From an optimization exercise on the open Yosys and OpenROAD flow, aimed at small area, a short achievable clock period and few clock cycles per item; shortcuts taken in it are not production practice. Function was checked by simulation only, so behaviour that the tests miss may differ from the original. Power is estimated from default activity; no workload was simulated.

## k_way_sorted_merge_unit
module k_way_sorted_merge_unit #(
   parameter int MAX_ROWS = 8,
   parameter int MAX_COLS = 16
) (
   input  logic                                clock,
   input  logic                                reset,
   input  logic                                req_tvalid,
   output logic                                req_tready,
   input  logic [kwm_pkg::REQ_DATA_W-1:0]      req_tdata,
   input  logic                                req_tuser,
   output logic                                rsp_tvalid,
   input  logic                                rsp_tready,
   output logic [kwm_pkg::RSP_DATA_W-1:0]      rsp_tdata,
   output logic                                rsp_tlast,
   output logic                                rsp_tuser,
   input  logic                                csr_we,
   input  logic [0:0]                          csr_addr,
   input  logic [kwm_pkg::CSR_DATA_W-1:0]      csr_wdata
);
Size: ~4600 flip-flops, roughly 96 I/O pins, about 190000 µm² of cells after synthesis.
==> flow/config.mk <==
export PLATFORM = sky130hd
export DESIGN_NAME = k_way_sorted_merge_unit
export DESIGN_NICKNAME = k_way_sorted_merge_unit
export VERILOG_FILES = /design/flow/design.v
export SDC_FILE = /design/flow/constraint.sdc
export NUM_CORES = 4
export LEC_CHECK = 0
export CAP_MARGIN = 20
export CORE_MARGIN = 2
export CORE_UTILIZATION = 45
export SLEW_MARGIN = 20
export SYNTH_MEMORY_MAX_BITS = 8192
export TNS_END_PERCENT = 100
==> flow/constraint.sdc <==
create_clock -name core_clock -period 10.0 [get_ports {clock}]
set_input_delay 2.0000 -clock core_clock [delete_from_list [all_inputs] [get_ports {clock}]]
set_output_delay 2.0000 -clock core_clock [all_outputs]
set_load 0.01 [all_outputs]
standard.sh (not shown) runs the stock make flow with config.mk's settings and CLKGATE_MAP_FILE= SYNTH_SCRIPT=/design/flow/synth_recipe.tcl, a recipe that flattens the netlist after the stock synthesis.
==> flow/flow/run.sh <==
#!/bin/bash
# The standard layout, with timing repair aimed at a slack of 6.5 ns (a 3.5 ns
# period) instead of stopping as soon as the 10 ns clock is met. The SDC,
# clock period and every other setting are the standard flow's own.
set -euo pipefail
bash standard.sh finish SETUP_SLACK_MARGIN=6.5 > standard_flow.log 2>&1
The starting point finished clean.
Testbench counts at the start, summed over its fixed seeds: cycles 6,208, items 3,096.
Next try:
==> flow/run.sh (new file) <==
#!/bin/bash
# synth_recipe.tcl (not shown) runs the flow's synth.tcl, then flattens the netlist and writes it again
# the make line also repeats each setting of config.mk as NAME=value (left out here)
make -C /OpenROAD-flow-scripts/flow DESIGN_CONFIG=/design/flow/config.mk WORK_HOME=/design/flow/orfs CLKGATE_MAP_FILE= SYNTH_SCRIPT=/design/flow/synth_recipe.tcl finish
ABC_CLOCK_PERIOD_IN_PS = 3500   (was not set)
CORE_UTILIZATION = 60   (was 45)
SETUP_SLACK_MARGIN = 5   (was not set)
removed: flow/flow/run.sh
removed: flow/standard.sh
=> Register-to-register slack degrades by 600 ps; die area drops by 25%; first-iteration DRC count climbs by 2.0%; hold slack loses 21 ps; non-clock buffer count decreases by 608; area after synthesis does not change.

Another version of the RTL of k_way_sorted_merge_unit (not shown whole).
Size: ~4700 flip-flops, ~0.15 mm2 of cells after synthesis.
==> flow/design.v (excerpt) <==
module k_way_sorted_merge_unit #(
   parameter int MAX_ROWS = 8,
   parameter int MAX_COLS = 16
) (
   input  logic                                clock,
   input  logic                                reset,
   input  logic                                req_tvalid,
   output logic                                req_tready,
   input  logic [kwm_pkg::REQ_DATA_W-1:0]      req_tdata,
   input  logic                                req_tuser,
   output logic                                rsp_tvalid,
   input  logic                                rsp_tready,
   output logic [kwm_pkg::RSP_DATA_W-1:0]      rsp_tdata,
   output logic                                rsp_tlast,
   output logic                                rsp_tuser,
   input  logic                                csr_we,
   input  logic [0:0]                          csr_addr,
   input  logic [kwm_pkg::CSR_DATA_W-1:0]      csr_wdata
);
   localparam int W       = kwm_pkg::VALUE_W;
   localparam int ROW_W   = $clog2(MAX_ROWS);
   localparam int ROWC_W  = $clog2(MAX_ROWS + 1);
   localparam int COL_W   = $clog2(MAX_COLS);
   localparam int HEAD_W  = $clog2(MAX_COLS + 1);
   localparam int Q_W     = 2 + ROW_W + W;
   logic [kwm_pkg::ROW_COUNT_W-1:0]  row_count_ff;
   logic [kwm_pkg::ROW_LENGTH_W-1:0] row_length_ff;
   logic [ROWC_W-1:0]                rows_eff;
   logic [HEAD_W-1:0]                len_eff;
   logic                      ready_ff;
   logic                      ir_v_ff, ir_v_in;
   logic                      ir_pull_ff;
   logic [ROW_W-1:0]          ir_row_ff;
   logic [COL_W-1:0]          ir_col_ff;
   logic [W-1:0]              ir_val_ff;
   logic                      do_load;
   logic                      do_pull;
  ...
Settings: LEC_CHECK=0, ABC_CLOCK_PERIOD_IN_PS=3000, CAP_MARGIN=20, CORE_MARGIN=2, CORE_UTILIZATION=50, CTS_CLUSTER_DIAMETER=70, CTS_CLUSTER_SIZE=22, SLEW_MARGIN=20, SYNTH_MEMORY_MAX_BITS=8192, TNS_END_PERCENT=100; clock period 10.0 ns.
==> flow/flow/run.sh <==
#!/bin/bash
# The standard layout, with timing repair aimed at a slack of 6.5 ns (a 3.5 ns
# period) instead of stopping as soon as the 10 ns clock is met. The SDC,
# clock period and every other setting are the standard flow's own.
set -euo pipefail
bash standard.sh finish SETUP_SLACK_MARGIN=6.5 > standard_flow.log 2>&1
Testbench counts at the start, summed over its fixed seeds: cycles 6,544, items 3,096.
==> next run, changes <==
Settings changed: CORE_UTILIZATION 50 to 45.
Result: Utilization came out lower by 5.5 points. Worst setup slack gains 5.5 ps. Via count came out higher by 0.84%. Synthesized cell count does not change. Count of clock-buffer cells in the layout came out higher by 28. Sequential share of layout area came out lower by 0.46 points. Cell count came out higher by 3.2%. Total power came out higher by 2.5%. Sequential power barely changes.

## separate check: timing with driven ports
Ports are ideal in the flow. The routed layouts listed here were re-timed in OpenROAD. Step 1: set_driving_cell puts a clkbuf_16 on clock and a buf_2 on each other input, an assumption about the parent block. Step 2 times the ports against the registers' clock, not the clock port: input delays grow and output delays shrink by t, the midpoint of the rising clock arrivals with the driver on. Slacks: ideal / step 1 / step 2; pairs: ideal / step 1.
| run | t (ns) | slack for setup (ns) | worst hold slack (ns) |
|---|---|---|---|
| the first run of note 1 | 1.143 | 5.451 / 5.451 / 5.132 | 0.485 / 0.485 / 0.485 |
| the second run of note 1 | 1.087 | 4.849 / 4.849 / 4.849 | 0.464 / 0.464 / 0.464 |
| the first run of note 2 | 1.043 | 5.438 / 5.438 / 5.438 | 0.300 / 0.300 / 0.300 |
| the second run of note 2 | 1.056 | 5.444 / 5.444 / 5.444 | 0.319 / 0.319 / 0.319 |
After both steps setup and hold are still met in every run listed. The setup slack of the first run of note 1, which loses most, moves by 0.000 ns with the drivers and by -0.319 ns with both steps.
